From an optimization exercise on the open Yosys and OpenROAD flow, aimed at small area, a short achievable clock period and few clock cycles; shortcuts taken in it are not production practice.
RTL that was checked went through simulation tests only; none was proved equivalent to the original.
Power figures rest on the tool's default switching activity, not on a simulated workload.

Setup of build 21:
Design p256_mod_add, start of the top module:
module p256_mod_add #(
    parameter int RD_LAT = 3
) (
    input  logic        clk,
    input  logic        rst_n,
    input  logic        ena,
    input  logic [31:0] a_din,
    input  logic [31:0] b_din,
    output logic        rdy,
    output logic [2:0]  a_addr,
    output logic [2:0]  b_addr,
    output logic [2:0]  d_addr,
    output logic        d_wren,
    output logic [31:0] d_dout
);
For scale: roughly 52 flip-flops, roughly 110 I/O pins.
Settings: LEC_CHECK=0, CAP_MARGIN=20, CORE_MARGIN=2, CORE_UTILIZATION=65, PLACE_DENSITY=0.8, SETUP_SLACK_MARGIN=2.8, SLEW_MARGIN=20; clock period 6.0 ns.
standard.sh (not shown) runs the stock make flow with config.mk's settings and CLKGATE_MAP_FILE= SYNTH_SCRIPT=/design/flow/synth_recipe.tcl, a recipe that flattens the netlist after the stock synthesis.
==> flow/flow/run.sh <==
#!/bin/bash
# The standard layout, with the port buffers inserted as the smallest buffer
# (sky130_fd_sc_hd__buf_1) instead of the resizer's default pick; timing repair
# resizes them from there. Each step's full output stays in orfs/logs; make's own
# output goes to standard.log.
set -euo pipefail
export BUFFER_PORTS_ARGS="-buffer_cell sky130_fd_sc_hd__buf_1"
bash standard.sh > standard.log 2>&1
Build 21 finished every step from synthesis to the final layout, and the layout passed the timing, design-rule and antenna checks.
Testbench counts of build 21, summed over its fixed seeds: cycles 4,480.
Changes in build 92 relative to build 21:
- clearing PLACE_DENSITY, which used to be 0.8
- swapping 65 for 40 in CORE_UTILIZATION
- clearing SETUP_SLACK_MARGIN, which used to be 2.8
[summary]
Summary of build 92 over build 21: total power +about 0.8%; combinational group share of total power -2.3 points; fraction of the cycle the final worst path needs +6.6 points.
Build 92 against build 21: number of clock buffers in the layout now sits lower, post-route worst hold slack now sits lower, via count now sits lower, worst supply voltage drop on vdd now sits lower.
[compare] base=build 21 new=build 92: met3 usage in global routing moved down; total wire length after detailed routing went up by about 0.7%; shortest period the worst path allows went up.
Modified inputs, build 6 compared to build 92
- SETUP_SLACK_MARGIN: unset -> 3.5
## What came out
For the number of non-clock buffers, build 6 came in 35% higher than build 92 did. Of build 92 and build 6, the higher part of the cycle the worst path needs belongs to build 92. Relative to build 92, ratio of routed vias to standard cells has gone up in build 6. NOTE: fraction of standard cell area that is sequential in build 6 falls short of that of build 92. Comparing build 92 and build 6, the higher post-route worst setup slack was measured on build 6. Taking build 92 as the reference point, the area overhead of the layout relative to synthesis of build 6 rises by 21 points. Est. power | build 6 vs build 92 | build 6 higher. Build 6: length in cells of the worst reg-to-reg path is 1 lower than what build 92 reported. Power dissipated in sequential cells: lower on build 92. Synthesized cell count came out exactly the same in build 92 and build 6. The higher cell leakage power came out of build 6.
The inputs of build 20 differ from those of build 6 as listed below.
- SETUP_SLACK_MARGIN now 2.8, was 3.5
- CORE_UTILIZATION now 65, was 40
Results
- Setup slack: build 20 less than build 6
- Comparing build 6 against build 20, there is no change at all in adder-cell area share of the yosys netlist.
- Number of logic stages on the critical path including buffering (build 20 over build 6): increase, 2
- Taking build 6 over build 20, the total power ratio works out to 1.3.
- Final-stage net count | build 20 below build 6
- Relative to build 6, endpoint arrival time on the critical path increased by 130 ps in build 20.
- Run comparison: build 20 capturing instance or port of the critical path s0_q[6]$_DFFE_PP_; build 6 capturing instance or port of the critical path s0_q[31]$_DFFE_PP_
- Re wire length: build 20 is 16% down on build 6.
- Re worst hold slack across all endpoints: build 20 is 11 ps up on build 6.
[inputs] build 73 vs build 20
- CORE_UTILIZATION: 65 -> 40
[summary]
Build 73 vs. build 20: hold slack went down by 20 ps.
Build 73 against build 20; wire length of the first global-routing pass is up by a few percent.
When build 73 is set beside build 20, its met1 demand-to-capacity share in global routing turns out to be 9.3 points smaller.
Taking build 20 over build 73, the die width ratio works out to 0.79.
Build 73 against build 20: number of clock buffers in the layout rose 1; post-detailed-routing wire length now sits higher.
Delta (build 73 minus build 20): combinational power went down by about 3%, fmax went up by about 1%, part of the total power dissipated in combinational logic went down by 3.9 points, register fraction of the total cell area went down by 0.59 points.
Modified inputs, build 39 compared to build 73
- SETUP_SLACK_MARGIN changed from 2.8 to 2.3
==> comparison <==
Of build 39 and build 73, the higher non-filler instance count after layout belongs to build 73. The run showing the smaller count of clock-buffer cells in the layout is build 39. Compared with build 73, build 39 shows internal portion of total power lower by 2.8%. Going from build 73 to build 39, clock-pin slew on the worst setup and hold paths was more or less identical, post-place instance area was more or less identical, combinational-cell power consumption went down by about 3%. Higher sequential share of layout area among build 39 and build 73: build 39. Delta (build 39 minus build 73): design area saw a decrease; minimum clock period +410 ps. Taking build 73 as the reference, in build 39 power dissipated in the clock network went down about 3%; slack of the worst reg-to-reg path went down 320 ps.

========
run 3:
Another version of the RTL of p256_mod_add (not shown whole).
For scale: roughly 360 cells after synthesis, ~45 flip-flops, ~110 I/O pins, roughly 4000 sq um of cells after synthesis.
export LEC_CHECK = 0
export CAP_MARGIN = 20
export CORE_MARGIN = 2
export CORE_UTILIZATION = 40
export SETUP_SLACK_MARGIN = 3.0
export SLEW_MARGIN = 20
create_clock -name core_clock -period 6.0 [get_ports {clk}]
run.sh (not shown) runs the stock make flow with config.mk's settings and CLKGATE_MAP_FILE= SYNTH_SCRIPT=/design/flow/synth_recipe.tcl, a recipe that flattens the netlist after the stock synthesis.
Stock flow here: none of the scripts above is used.
Changes in run 2 relative to run 3:
-- flow/config.mk --
<<< run 3, line 8
>>> run 2, line 8
export ABC_CLOCK_PERIOD_IN_PS = 2500
<<< run 3, line 11
export SETUP_SLACK_MARGIN = 3.0
>>> run 2, line 12
export SETUP_SLACK_MARGIN = 3.5
### Flow results
Compared with run 3, run 2 improves worst hold slack. Run 2 vs run 3: post-CTS setup-driven buffer insertion count up by more than 10%. On run 2: utilization is 0.19 points higher than what run 3 gave. Sequential power essentially unchanged between run 2 and run 3. ~same cell area in run 2 and run 3. Compared with run 3, in run 2 routed length on met3 went down; layout-stage area growth over the synthesis result went up. Of run 2 and run 3, the run reporting the lower minimum clock period was run 3. Going from run 3 to run 2, multi-input combinational cell area higher, clock share of power down 0.4 points.
Function was not checked in any run of this note: the RTL went through the layout flow alone.

========
== run A ==
p256_mod_add, a different RTL version from the one above (not shown whole).
Size: about 54 flip-flops, ~110 I/O pins, ~4400 um^2 of cells after synthesis.
Design p256_mod_add, start of the top module:
module p256_mod_add #(
    parameter int RD_LAT = 3
) (
    input  logic        clk,
    input  logic        rst_n,
    input  logic        ena,
    input  logic [31:0] a_din,
    input  logic [31:0] b_din,
    output logic        rdy,
    output logic [2:0]  a_addr,
    output logic [2:0]  b_addr,
    output logic [2:0]  d_addr,
    output logic        d_wren,
    output logic [31:0] d_dout
);
clock: 6.0 ns
lec_check: 0
abc_area: 1
cap_margin: 20
core_margin: 2
core_utilization: 40
setup_slack_margin: 3.05
slew_margin: 20
standard.sh (not shown) runs the stock make flow with config.mk's settings and CLKGATE_MAP_FILE= SYNTH_SCRIPT=/design/flow/synth_recipe.tcl, a recipe that flattens the netlist after the stock synthesis.
Scripts as last shown in full above: flow/flow/run.sh
Testbench counts of run A, summed over its fixed seeds: cycles 4,480.
Modified inputs, run B compared to run A
# run A
export LEC_CHECK = 0
export ABC_AREA = 1
export CAP_MARGIN = 20
export CORE_MARGIN = 2
export CORE_UTILIZATION = 40
export SETUP_SLACK_MARGIN = 3.05
export SLEW_MARGIN = 20
create_clock -name core_clock -period 6.0 [get_ports {clk}]
# run B
export LEC_CHECK = 0
export ABC_AREA = 1
export CAP_MARGIN = 20
export CORE_MARGIN = 2
export CORE_UTILIZATION = 40
export SETUP_SLACK_MARGIN = 2.9
export SLEW_MARGIN = 20
create_clock -name core_clock -period 6.0 [get_ports {clk}]
[summary]
Clock share of power: run A and run B compared, higher one is run A
Summary: worst setup slack after layout, run B worse than run A
Die height delta (run A -> run B): insignificant
For final hold slack, run A and run B come out practically identical.
Comparing run A and run B, the lower portion of the layout cell area used by clock cells is on run B.
The utilization after layout in run B sits 1.8 points below the value recorded for run A.
Cell-internal power (run B over run A): decrease, 0.11 mW
Here is what was changed in the inputs of run C compared with run B.
# run B
export LEC_CHECK = 0
export ABC_AREA = 1
export CAP_MARGIN = 20
export CORE_MARGIN = 2
export CORE_UTILIZATION = 40
export SETUP_SLACK_MARGIN = 2.9
export SLEW_MARGIN = 20
create_clock -name core_clock -period 6.0 [get_ports {clk}]
# run C
export LEC_CHECK = 0
export ABC_AREA = 1
export CAP_MARGIN = 20
export CORE_MARGIN = 2
export CORE_UTILIZATION = 60
export PLACE_DENSITY = 0.75
export SETUP_SLACK_MARGIN = 2.9
export SLEW_MARGIN = 20
create_clock -name core_clock -period 6.0 [get_ports {clk}]
[summary]
Run C — worst hold slack 22 ps higher, run B as reference
Routed wire length of run C falls short of that of run B by a few percent.
Run B ended up with sky130_fd_sc_hd__edfxtp_1 as its highest-delay cell along the critical path; run C ended up with sky130_fd_sc_hd__dfrtp_2.
Run C vs run B, cell count went down by 38.
The lower violation count after the first detailed-routing iteration of run B and run C is in run B.
Run C finished all stages; the layout is clean.
Post-route core utilization ends up lower on run B.
Re worst-case headroom to the max-slew limit: run B was higher than run C.

========
Starting RTL as in the previous note.
clock: 6.0 ns
lec_check: 0
abc_area: 1
cap_margin: 20
core_margin: 2
core_utilization: 40
setup_slack_margin: 2.7
slew_margin: 20
Scripts as last shown in full above: flow/flow/run.sh
Testbench counts at the start, summed over its fixed seeds: cycles 4,480.
==> next run, changes <==
SETUP_SLACK_MARGIN = 2.8   (was 2.7)
Result:
- The new run finished with timing, DRC and antenna clean
- hold slack barely changes
- fmax rose by 3.0%
- critical path depth is lower by 2
- worst setup slack is better by 0.090 ns
- clock power is about the same

========
Another version of the RTL of p256_mod_add (not shown whole).
For scale: about 450 cells after synthesis, about 52 flip-flops.
export LEC_CHECK = 0
export ABC_AREA = 1
export CAP_MARGIN = 20
export CORE_MARGIN = 2
export CORE_UTILIZATION = 40
export SETUP_SLACK_MARGIN = 3.0
export SLEW_MARGIN = 20
create_clock -name core_clock -period 6.0 [get_ports {clk}]
Scripts as last shown in full above: flow/flow/run.sh
The first run completed without violations.
Testbench counts at the start, summed over its fixed seeds: cycles 4,480.
Next try:
--- a/flow/config.mk
+++ b/flow/config.mk
@@ -10,4 +10,4 @@
 export CORE_MARGIN = 2
 export CORE_UTILIZATION = 40
-export SETUP_SLACK_MARGIN = 3.0
+export SETUP_SLACK_MARGIN = 3.3
 export SLEW_MARGIN = 20
After rerunning:
- worst setup slack improved by 40 ps
- clock power is lower by a few percent
- power came out higher by about a fifth
Next try:
--- a/flow/config.mk
+++ b/flow/config.mk
@@ -6,8 +6,8 @@
 export NUM_CORES = 4
 export LEC_CHECK = 0
-export ABC_AREA = 1
 export CAP_MARGIN = 20
 export CORE_MARGIN = 2
 export CORE_UTILIZATION = 40
-export SETUP_SLACK_MARGIN = 3.3
+export SETUP_SLACK_MARGIN = 3.1
 export SLEW_MARGIN = 20
+export SYNTH_HIERARCHICAL = 1
The new run ran to the end with no violations.
Worst setup slack gets worse by 110 ps.
Sequential power rises by 6.6%.
Core utilization drops by 2.3 points.
Clock-buffer cell count goes down by 2.
Power grows by 22%.
Die area rose by 0.85%.
Combinational power goes up by 27%.
Via count went down by 6.4%.
Register-to-register slack loses 170 ps.
Area after synthesis grows by about 0.9%.
Routed wire length shrinks by about 3%.

========
p256_mod_add, a different RTL version from the one above (not shown whole).
Size in the first run: roughly 440 cells after synthesis, roughly 50 flip-flops, roughly 0.0044 mm² of cells after synthesis.
Settings: LEC_CHECK=0, ABC_AREA=1, CAP_MARGIN=10, CORE_MARGIN=2, CORE_UTILIZATION=40, SETUP_SLACK_MARGIN=2.9, SLEW_MARGIN=10; clock period 6.0 ns.
Scripts as last shown in full above: flow/flow/run.sh
The starting point finished clean.
Testbench counts at the start, summed over its fixed seeds: cycles 4,480.
Rerun with:
CAP_MARGIN = 20   (was 10)
SLEW_MARGIN = 20   (was 10)
Result: The new run ran to the end with no violations. Non-clock buffer count stays the same. Clock skew stays the same. Cell count stays the same. Area after synthesis stays the same. Sequential power barely changes. Design area stays the same. Worst hold slack stays the same. Clock power stays flat. Wire length is unchanged. Combinational power stays flat.
Rerun with:
SETUP_SLACK_MARGIN = 3.0   (was 2.9)
Effect: The changed run completed with no timing, DRC or antenna violations. Count of clock-buffer cells in the layout stays the same. Final cell count went up by 1.4%. Power went up by 2.7%. Via count went up by 3.2%. Die area does not change. Sequential power is about the same. Utilization went up by 1.0 points. Clock power went down by about 7%. Register-to-register slack gains 0.21 ns. Synthesized area does not change.

========
RTL: one of the versions met above, not the one the previous note started from.
For scale: roughly 52 flip-flops, about 110 I/O pins.
clock: 6.0 ns
lec_check: 0
cap_margin: 20
core_margin: 2
core_utilization: 40
setup_slack_margin: 2.8
slew_margin: 20
synth_hierarchical: 1
Scripts as last shown in full above: flow/flow/run.sh
Testbench counts at the start, summed over its fixed seeds: cycles 4,480.
==> next run, changes <==
Settings changed: ABC_AREA set to 1, SYNTH_HIERARCHICAL 1 to unset.
Outcome:
- The new run completed without violations
- setup slack gets better by 73 ps
- total power drops by a quarter to a third
- design area drops by a few percent
- global-route usage climbs by 0.22 points
- routed wire length drops by a few percent
- via count climbs by a few percent
- utilization drops by 1.4 points
- flip-flop and latch count does not change

[re-timing with driven ports]
How much do the figures lean on ideal ports? The routed layouts below were timed once more, with nothing changed but the port constraints. Step 1: set_driving_cell puts a clkbuf_16 on clk and a buf_2 on each other input, an assumption about the parent block. Step 2 moves the port delays by t, midway between the first and last clock arrival at a register: inputs arrive t later, outputs are due t later. That takes back most of the time a late clock gives input paths. Three values: ideal, step 1, step 2; two values: the first two.
| run | t (ns) | setup slack, ns | cell pins on the clock port's net |
|---|---|---|---|
| build 21 | 0.321 | 2.863 / 2.841 / 2.550 | 1 |
| build 92 | 0.314 | 2.467 / 2.433 / 2.536 | 1 |
| build 6 | 0.316 | 2.954 / 2.945 / 2.649 | 1 |
| build 20 | 0.324 | 2.843 / 2.842 / 2.518 | 1 |
| build 73 | 0.312 | 2.875 / 2.839 / 2.609 | 1 |
| build 39 | 0.314 | 2.467 / 2.433 / 2.536 | 1 |
| run 3 | 0.332 | 1.802 / 1.795 / 1.463 | 1 |
| run 2 | 0.331 | 1.743 / 1.738 / 1.407 | 1 |
| run A | 0.334 | 3.030 / 2.998 / 2.821 | 1 |
| run B | 0.336 | 2.989 / 2.959 / 2.778 | 1 |
| run C | 0.332 | 3.017 / 2.987 / 2.761 | 1 |
| the first run of note 4 | 0.333 | 2.878 / 2.848 / 2.707 | 1 |
| the second run of note 4 | 0.333 | 2.968 / 2.938 / 2.734 | 1 |
| the first run of note 5 | 0.313 | 3.022 / 2.989 / 2.759 | 1 |
| the second run of note 5 | 0.315 | 3.062 / 3.026 / 2.836 | 1 |
| the third run of note 5 | 0.319 | 2.955 / 2.918 / 2.767 | 1 |
| the first run of note 6 | 0.321 | 2.957 / 2.929 / 2.714 | 1 |
| the second run of note 6 | 0.321 | 2.957 / 2.929 / 2.714 | 1 |
| the third run of note 6 | 0.319 | 3.015 / 2.985 / 2.785 | 1 |
| the first run of note 7 | 0.320 | 2.857 / 2.822 / 2.616 | 1 |
| the second run of note 7 | 0.311 | 2.930 / 2.942 / 2.631 | 1 |
After both steps every run listed still meets setup and hold. The setup slack of run 3, which loses most, moves by -0.007 ns with the drivers and by -0.339 ns with both steps.
